Background: an optimization exercise with open tools, aiming at small area, a short achievable clock period and few clock cycles. Do not read the settings as production practice.
Where RTL was checked, it was by simulation tests only, not by an equivalence proof against the original.
Power and IR drop assume default switching activity.

==> run a: inputs <==
## cd_stat_accum
module cd_stat_accum
#(
   parameter int I_TILE = 64,
   parameter int H_TILE = 64,
   parameter int AW     = $clog2(I_TILE * H_TILE)
) (
   input  logic          clk,
   input  logic          rst,
   input  logic          clear,
   input  logic          v_valid,
   output logic          v_ready,
   input  logic [15:0]   v_data,
   input  logic          v_phase,
   input  logic          h_valid,
   output logic          h_ready,
   input  logic [15:0]   h_data,
   input  logic          h_last,
   output logic [AW-1:0] acc_rd_addr,
   output logic          acc_rd_bank,
   input  logic [31:0]   acc_rd_data,
   output logic [AW-1:0] acc_wr_addr,
   output logic [31:0]   acc_wr_data,
   output logic [1:0]    acc_wr_we,
   output logic          busy,
   output logic          done,
   output logic          sat_flag
);
export LEC_CHECK = 0
export ABC_CLOCK_PERIOD_IN_PS = 3000
export CAP_MARGIN = 20
export CORE_MARGIN = 2
export CORE_UTILIZATION = 40
export SETUP_SLACK_MARGIN = 5
export SLEW_MARGIN = 20
create_clock -name core_clock -period 10.0 [get_ports {clk}]
run.sh (not shown) runs the stock make flow with config.mk's settings and CLKGATE_MAP_FILE= SYNTH_SCRIPT=/design/flow/synth_recipe.tcl, a recipe that flattens the netlist after the stock synthesis.
==> run b: changes against run a <==
==> flow/flow/run.sh (new file) <==
#!/bin/bash
# Standard layout, with the timing repair steps asked for extra setup slack.
set -e
cp standard.sh standard_sh.txt
cp config.mk config_orig.mk
echo "export SETUP_SLACK_MARGIN = 7" >> config.mk
bash standard.sh > standard.log 2>&1
==> flow/standard.sh (new file) <==
#!/bin/bash
# synth_recipe.tcl (not shown) runs the flow's synth.tcl, then flattens the netlist and writes it again
# the make line also repeats each setting of config.mk as NAME=value (left out here)
make -C /OpenROAD-flow-scripts/flow DESIGN_CONFIG=/design/flow/config.mk WORK_HOME=/design/flow/orfs CLKGATE_MAP_FILE= SYNTH_SCRIPT=/design/flow/synth_recipe.tcl "${@:-finish}"
--- a/flow/config.mk
+++ b/flow/config.mk
@@ -5,9 +5,11 @@
 export SDC_FILE = /design/flow/constraint.sdc
 export NUM_CORES = 4
 export LEC_CHECK = 0
-export ABC_CLOCK_PERIOD_IN_PS = 3000
 export CAP_MARGIN = 20
 export CORE_MARGIN = 2
 export CORE_UTILIZATION = 40
-export SETUP_SLACK_MARGIN = 5
+export CTS_BUF_LIST = sky130_fd_sc_hd__clkbuf_8 sky130_fd_sc_hd__clkbuf_16
+export CTS_CLUSTER_DIAMETER = 100
+export CTS_CLUSTER_SIZE = 30
 export SLEW_MARGIN = 20
+export SETUP_SLACK_MARGIN = 7
removed: flow/run.sh
==> run c: changes against run a <==
--- a/flow/config.mk
+++ b/flow/config.mk
@@ -5,9 +5,8 @@
 export SDC_FILE = /design/flow/constraint.sdc
 export NUM_CORES = 4
 export LEC_CHECK = 0
-export ABC_CLOCK_PERIOD_IN_PS = 3000
+export ABC_AREA = 1
 export CAP_MARGIN = 20
 export CORE_MARGIN = 2
 export CORE_UTILIZATION = 40
-export SETUP_SLACK_MARGIN = 5
 export SLEW_MARGIN = 20
==> results.toml <==
[status]
run_status = "no timing/DRC/antenna violations"

[routing]
drt_iter0_drc = 944
met1_length_um = 29400

[synthesis]
yosys.area_share.simple = 0.0418
ys_seq_area_frac = 0.723

[clock_network]
clk_pin_slew_ns = 0.10

[pwr]
power.total_mw = 10.1
p_int_mw = 7.31

[grt]
antenna_found_initial = 5
global_route.usage.met2 = 0.223

[setup_path]
cp.arrival_ns = 3.71
reg2reg_to = "c1[13]"
rrSetupSlack_ns = 6.80

[floorplan]
start_util = 0.405

[layout]
multi_input_gates = 1079
nNetsFinal = 3013

[sta]
post-route-min-period_ns = 3.20
worst_pin_slew_ns = 0.800
That was run b.
==> results.toml <==
[floorplan]
start_util = 0.402

[layout]
nNetsFinal = 3303

[status]
run_status = "no timing/DRC/antenna violations"

[routing]
drt_iter0_drc = 980

[setup_path]
reg2reg_to = "c1[5]"
cp.arrival_ns = 1.83

[pwr]
p_int_mw = 8.73

[grt]
antenna_found_initial = 13

[synthesis]
ys_seq_area_frac = 0.709

[sta]
worst_pin_slew_ns = 0.890
That was run c.
==> results.toml <==
[setup_path]
reg2reg_to = "c1[5]"
cp.arrival_ns = 1.87

[pwr]
p_int_mw = 8.86
power.total_mw = 11.8

[grt]
grt_max_degree = 51
antenna_found_initial = 8
global_route.usage.met2 = 0.219

[synthesis]
ys_seq_area_frac = 0.723
yosys.area_share.simple = 0.0418

[routing]
drt_iter0_drc = 882
met1_length_um = 27900

[layout]
multi_input_gates = 1077

[status]
run_status = "no timing/DRC/antenna violations"

[sta]
post-route-min-period_ns = 3.87
worst_pin_slew_ns = 1.15

[clock_network]
clk_pin_slew_ns = 0.06

[floorplan]
start_util = 0.405
That was run a.
Testbench counts of run a, summed over its fixed seeds: cycles 294,972.
Testbench counts of run b, summed over its fixed seeds: cycles 294,972.
Testbench counts of run c, summed over its fixed seeds: cycles 294,972.

* * *

==> run R: inputs <==
Another version of the RTL of cd_stat_accum (not shown whole).
==> flow/config.mk <==
export PLATFORM = sky130hd
export DESIGN_NAME = cd_stat_accum
export DESIGN_NICKNAME = cd_stat_accum
export VERILOG_FILES = /design/flow/design.v
export SDC_FILE = /design/flow/constraint.sdc
export NUM_CORES = 4
export LEC_CHECK = 0
export CAP_MARGIN = 20
export CORE_MARGIN = 2
export CORE_UTILIZATION = 40
export CTS_BUF_LIST = sky130_fd_sc_hd__clkbuf_8 sky130_fd_sc_hd__clkbuf_16
export CTS_CLUSTER_DIAMETER = 100
export CTS_CLUSTER_SIZE = 30
export SLEW_MARGIN = 20
export SETUP_SLACK_MARGIN = 7
==> flow/constraint.sdc <==
create_clock -name core_clock -period 10.0 [get_ports {clk}]
set_input_delay 2.0000 -clock core_clock [delete_from_list [all_inputs] [get_ports {clk}]]
set_output_delay 2.0000 -clock core_clock [all_outputs]
set_load 0.01 [all_outputs]
standard.sh (not shown) runs the stock make flow with config.mk's settings and CLKGATE_MAP_FILE= SYNTH_SCRIPT=/design/flow/synth_recipe.tcl, a recipe that flattens the netlist after the stock synthesis.
==> flow/flow/run.sh <==
#!/bin/bash
# Standard layout, with the timing repair steps asked for extra setup slack.
set -e
cp standard.sh standard_sh.txt
cp config.mk config_orig.mk
echo "export SETUP_SLACK_MARGIN = 7" >> config.mk
bash standard.sh > standard.log 2>&1
==> run A: changes against run R <==
--- a/flow/design.v
+++ b/flow/design.v
@@ -32,13 +32,11 @@
    input  logic [7:0]  one,
    input  logic [7:0]  two,
    input  logic [7:0]  neg,
    output logic [24:0] s_hi,
    output logic [24:0] c_hi,
-   output logic [24:0] t_hi,
-   output logic        cin_a,
-   output logic        cin_b
+   output logic        cin
 );
    wire pp0_0 = ((one[0] & v[0]) | (two[0] & 1'b0)) ^ neg[0];
    wire pp0_1 = ((one[0] & v[1]) | (two[0] & v[0])) ^ neg[0];
    wire pp0_2 = ((one[0] & v[2]) | (two[0] & v[1])) ^ neg[0];
    wire pp0_3 = ((one[0] & v[3]) | (two[0] & v[2])) ^ neg[0];
@@ -350,19 +348,72 @@
    wire fc83 = (fc60 & hs61) | (fc60 & pp6_13) | (hs61 & pp6_13);
    wire fs84 = hc61 ^ nsg5 ^ pp6_14;
    wire fc84 = (hc61 & nsg5) | (hc61 & pp6_14) | (nsg5 & pp6_14);
    wire hs85 = 1'b1 ^ pp6_15;
    wire hc85 = 1'b1 & pp6_15;
-   wire [31:0] rs = {1'b1, nsg7, 1'b1, hc85, fc84, fc83, fc82, fc81, fc80, fc79, fc78, fc77, fc76, fc75, fc74, fc73, fc72, fc71, fc70, fc69, fc68, fc67, fc66, fc65, fc64, hc63, hc62, hs62, pp0_3, pp0_2, pp0_1, pp0_0};
-   wire [31:0] rc = {1'b0, 1'b0, pp7_15, nsg6, hs85, fs84, fs83, fs82, fs81, fs80, fs79, fs78, fs77, fs76, fs75, fs74, fs73, fs72, fs71, fs70, fs69, fs68, fs67, fs66, fs65, fs64, hs63, pp2_0, pp1_1, pp1_0, 1'b0, neg[0]};
-   wire [31:0] rt = {1'b0, 1'b0, 1'b0, pp7_14, pp7_13, pp7_12, pp7_11, pp7_10, hs59, fs57, fs55, fs53, fs51, fs49, fs47, fs45, fs43, fs41, fs39, fs37, fs35, fs33, hs31, neg[4], pp3_1, neg[3], pp2_1, neg[2], 1'b0, neg[1], 1'b0, 1'b0};
-   wire [8:0]  low = {2'b0, rs[6:0]} + {2'b0, rc[6:0]} + {2'b0, rt[6:0]};
-   assign s_hi  = rs[31:7];
-   assign c_hi  = rc[31:7];
-   assign t_hi  = rt[31:7];
-   assign cin_a = low[8] | low[7];
-   assign cin_b = low[8];
+   wire hs86 = pp0_2 ^ pp1_0;
+   wire hc86 = pp0_2 & pp1_0;
+   wire hs87 = pp0_3 ^ pp1_1;
+   wire hc87 = pp0_3 & pp1_1;
+   wire fs88 = hs62 ^ pp2_0 ^ neg[2];
+   wire fc88 = (hs62 & pp2_0) | (hs62 & neg[2]) | (pp2_0 & neg[2]);
+   wire fs89 = hc62 ^ hs63 ^ pp2_1;
+   wire fc89 = (hc62 & hs63) | (hc62 & pp2_1) | (hs63 & pp2_1);
+   wire fs90 = hc63 ^ fs64 ^ neg[3];
+   wire fc90 = (hc63 & fs64) | (hc63 & neg[3]) | (fs64 & neg[3]);
+   wire fs91 = fc64 ^ fs65 ^ pp3_1;
+   wire fc91 = (fc64 & fs65) | (fc64 & pp3_1) | (fs65 & pp3_1);
+   wire fs92 = fc65 ^ fs66 ^ neg[4];
+   wire fc92 = (fc65 & fs66) | (fc65 & neg[4]) | (fs66 & neg[4]);
+   wire fs93 = fc66 ^ fs67 ^ hs31;
+   wire fc93 = (fc66 & fs67) | (fc66 & hs31) | (fs67 & hs31);
+   wire fs94 = fc67 ^ fs68 ^ fs33;
+   wire fc94 = (fc67 & fs68) | (fc67 & fs33) | (fs68 & fs33);
+   wire fs95 = fc68 ^ fs69 ^ fs35;
+   wire fc95 = (fc68 & fs69) | (fc68 & fs35) | (fs69 & fs35);
+   wire fs96 = fc69 ^ fs70 ^ fs37;
+   wire fc96 = (fc69 & fs70) | (fc69 & fs37) | (fs70 & fs37);
+   wire fs97 = fc70 ^ fs71 ^ fs39;
+   wire fc97 = (fc70 & fs71) | (fc70 & fs39) | (fs71 & fs39);
+   wire fs98 = fc71 ^ fs72 ^ fs41;
+   wire fc98 = (fc71 & fs72) | (fc71 & fs41) | (fs72 & fs41);
+   wire fs99 = fc72 ^ fs73 ^ fs43;
+   wire fc99 = (fc72 & fs73) | (fc72 & fs43) | (fs73 & fs43);
+   wire fs100 = fc73 ^ fs74 ^ fs45;
+   wire fc100 = (fc73 & fs74) | (fc73 & fs45) | (fs74 & fs45);
+   wire fs101 = fc74 ^ fs75 ^ fs47;
+   wire fc101 = (fc74 & fs75) | (fc74 & fs47) | (fs75 & fs47);
+   wire fs102 = fc75 ^ fs76 ^ fs49;
+   wire fc102 = (fc75 & fs76) | (fc75 & fs49) | (fs76 & fs49);
+   wire fs103 = fc76 ^ fs77 ^ fs51;
+   wire fc103 = (fc76 & fs77) | (fc76 & fs51) | (fs77 & fs51);
+   wire fs104 = fc77 ^ fs78 ^ fs53;
+   wire fc104 = (fc77 & fs78) | (fc77 & fs53) | (fs78 & fs53);
+   wire fs105 = fc78 ^ fs79 ^ fs55;
+   wire fc105 = (fc78 & fs79) | (fc78 & fs55) | (fs79 & fs55);
+   wire fs106 = fc79 ^ fs80 ^ fs57;
+   wire fc106 = (fc79 & fs80) | (fc79 & fs57) | (fs80 & fs57);
+   wire fs107 = fc80 ^ fs81 ^ hs59;
+   wire fc107 = (fc80 & fs81) | (fc80 & hs59) | (fs81 & hs59);
+   wire fs108 = fc81 ^ fs82 ^ pp7_10;
+   wire fc108 = (fc81 & fs82) | (fc81 & pp7_10) | (fs82 & pp7_10);
+   wire fs109 = fc82 ^ fs83 ^ pp7_11;
+   wire fc109 = (fc82 & fs83) | (fc82 & pp7_11) | (fs83 & pp7_11);
+   wire fs110 = fc83 ^ fs84 ^ pp7_12;
+   wire fc110 = (fc83 & fs84) | (fc83 & pp7_12) | (fs84 & pp7_12);
+   wire fs111 = fc84 ^ hs85 ^ pp7_13;
+   wire fc111 = (fc84 & hs85) | (fc84 & pp7_13) | (hs85 & pp7_13);
+   wire fs112 = hc85 ^ nsg6 ^ pp7_14;
+   wire fc112 = (hc85 & nsg6) | (hc85 & pp7_14) | (nsg6 & pp7_14);
+   wire hs113 = 1'b1 ^ pp7_15;
+   wire hc113 = 1'b1 & pp7_15;
+   wire [31:0] rs = {1'b1, hc113, fc112, fc111, fc110, fc109, fc108, fc107, fc106, fc105, fc104, fc103, fc102, fc101, fc100, fc99, fc98, fc97, fc96, fc95, fc94, fc93, fc92, fc91, fc90, fc89, fc88, hc87, hc86, hs86, pp0_1, pp0_0};
+   wire [31:0] rc = {1'b0, nsg7, hs113, fs112, fs111, fs110, fs109, fs108, fs107, fs106, fs105, fs104, fs103, fs102, fs101, fs100, fs99, fs98, fs97, fs96, fs95, fs94, fs93, fs92, fs91, fs90, fs89, fs88, hs87, neg[1], 1'b0, neg[0]};
+   wire [7:0]  low = {1'b0, rs[6:0]} + {1'b0, rc[6:0]};
+   assign s_hi = rs[31:7];
+   assign c_hi = rc[31:7];
+   assign cin  = low[7];
 endmodule
 module cd_stat_accum
 #(
    parameter int I_TILE = 64,
    parameter int H_TILE = 64,
@@ -405,12 +456,12 @@
    logic          hq_v, hq_last;
    logic          phase_q;
    logic [1023:0] ring;
    logic          vrdy_q, hrdy_q, busy_q, done_q, sat_q;
    logic          v1, v2, ph1, ph2, l1, l2, l3, clr2;
-   logic [24:0]   s1, c1, t1;
-   logic          cina1, cinb1;
+   logic [24:0]   s1, c1;
+   logic          cin1;
    logic [24:0]   inc_q;
    logic [31:0]   rd_q;
    logic [31:0]   wd_q;
    logic [1:0]    we_q;
    logic [AW-1:0] wa_q;
@@ -550,27 +601,21 @@
          two_q <= two_d;
          neg_q <= neg_d;
       end
       ring <= {ring[1007:0], v_acc ? v_data : ring[1023:1008]};
    end
-   logic [24:0] s0, c0, t0;
-   logic        cina0, cinb0;
+   logic [24:0] s0, c0;
+   logic        cin0;
    acc_mac_pipe u_mul (
       .v    (ring[15:0]),
       .one  (one_q),
       .two  (two_q),
       .neg  (neg_q),
       .s_hi (s0),
       .c_hi (c0),
-      .t_hi (t0),
-      .cin_a(cina0),
-      .cin_b(cinb0)
+      .cin  (cin0)
    );
-   logic [24:0] x3, y3, inc_d;
-   assign x3    = s1 ^ c1 ^ t1;
-   assign y3    = (s1 & c1) | (s1 & t1) | (c1 & t1);
-   assign inc_d = x3 + {y3[23:0], cina1} + {24'b0, cinb1};
    logic [24:0] lo;
    logic [7:0]  m_hi, hi_p, hi_m, r_hi;
    logic        up, dn, ovf;
    logic [31:0] res;
    assign lo   = {1'b0, rd_q[23:0]} + {1'b0, inc_q[23:0]};
@@ -583,14 +628,12 @@
    assign ovf  = (up & (m_hi == 8'h7F)) | (dn & (m_hi == 8'h80));
    assign res  = ovf ? {m_hi[7], {31{~m_hi[7]}}} : {r_hi, lo[23:0]};
    always_ff @(posedge clk) begin
       s1    <= s0;
       c1    <= c0;
-      t1    <= t0;
-      cina1 <= cina0;
-      cinb1 <= cinb0;
-      inc_q <= clr ? 25'd0 : inc_d;
+      cin1  <= cin0;
+      inc_q <= clr ? 25'd0 : (s1 + c1 + {24'b0, cin1});
       rd_q  <= clr ? 32'd0 : acc_rd_data;
       wd_q  <= res;
    end
    always_ff @(posedge clk) begin
       if (rst) begin
- CORE_UTILIZATION: 40 -> 55
==> comparison table <==
Synthesis-to-finish area growth: run A 15.66%; run R 14.21%
Number of vias after detailed routing: run A 17998; run R 17876
Cell area after synthesis: run A 34860 µm²; run R 35140 µm²
Wire length of the first global-routing pass: run A 95.67 mm; run R 98.51 mm
Maximum cell stage delay along the critical path: run A 0.43 ns; run R 0.48 ns
Clock Sinks: run A 1241; run R 1262
Fmax: run A 315.3 MHz; run R 301.2 MHz
WL per Instance: run A 16.28 µm; run R 15.57 µm
Number of well taps: run A 846; run R 1155
Ant. Diodes: run A 1; run R 0
Fraction of layout instances using a drive strength above 1: run A 0.1693; run R 0.1278
Mux share of post-synthesis cell area: run A 0.001472; run R 0.002457
Smallest hold slack: run A 0.3231 ns; run R 0.3023 ns
Fraction of power consumed by sequential logic: run A 0.563; run R 0.536
Via count of the first global-routing pass: run A 18241; run R 18286
Arr. time, crit path: run A 1.17 ns; run R 3.83 ns
Leak pwr: run A 16.29 nW; run R 15.89 nW
Final cell area excluding filler cells: run A 40310 µm²; run R 40140 µm²
Outcome: run A no timing/DRC/antenna violations; run R no timing/DRC/antenna violations
Testbench counts of run A, summed over its fixed seeds: cycles 294,972.
No functional check of the RTL was part of run R.

## afterwards: timing with drivers on the ports
Ports are ideal in the flow. The routed layouts listed here were re-timed in OpenROAD. Step 1 sets driving cells, clkbuf_16 on the clock port and buf_2 on the other inputs (assumed; they add their load-dependent delay and slew). Step 2 adds t to the input delays and takes it off the output delays; t is the mean of the earliest and latest rising clock arrival at the registers after step 1. Input paths then give back, and output paths get back, about the clock's delay inside the block. Three values: ideal, step 1, step 2; two values: the first two.
run | t, ns | setup slack, ns | worst data-port slew with drivers (ns)
run a of note 1 | 0.716 | 6.134 / 6.070 / 5.994 | 0.11
run b of note 1 | 0.680 | 6.803 / 6.803 / 6.452 | 0.13
run c of note 1 | 0.730 | 6.165 / 6.105 / 6.188 | 0.15
run R of note 2 | 0.690 | 6.680 / 6.680 / 6.458 | 0.09
run A of note 2 | 0.688 | 6.829 / 6.765 / 6.288 | 0.10
After both steps setup and hold are still met in every run listed. For run A of note 2, which loses most, drivers alone change the setup slack by -0.064 ns; drivers and shift together by -0.541 ns.
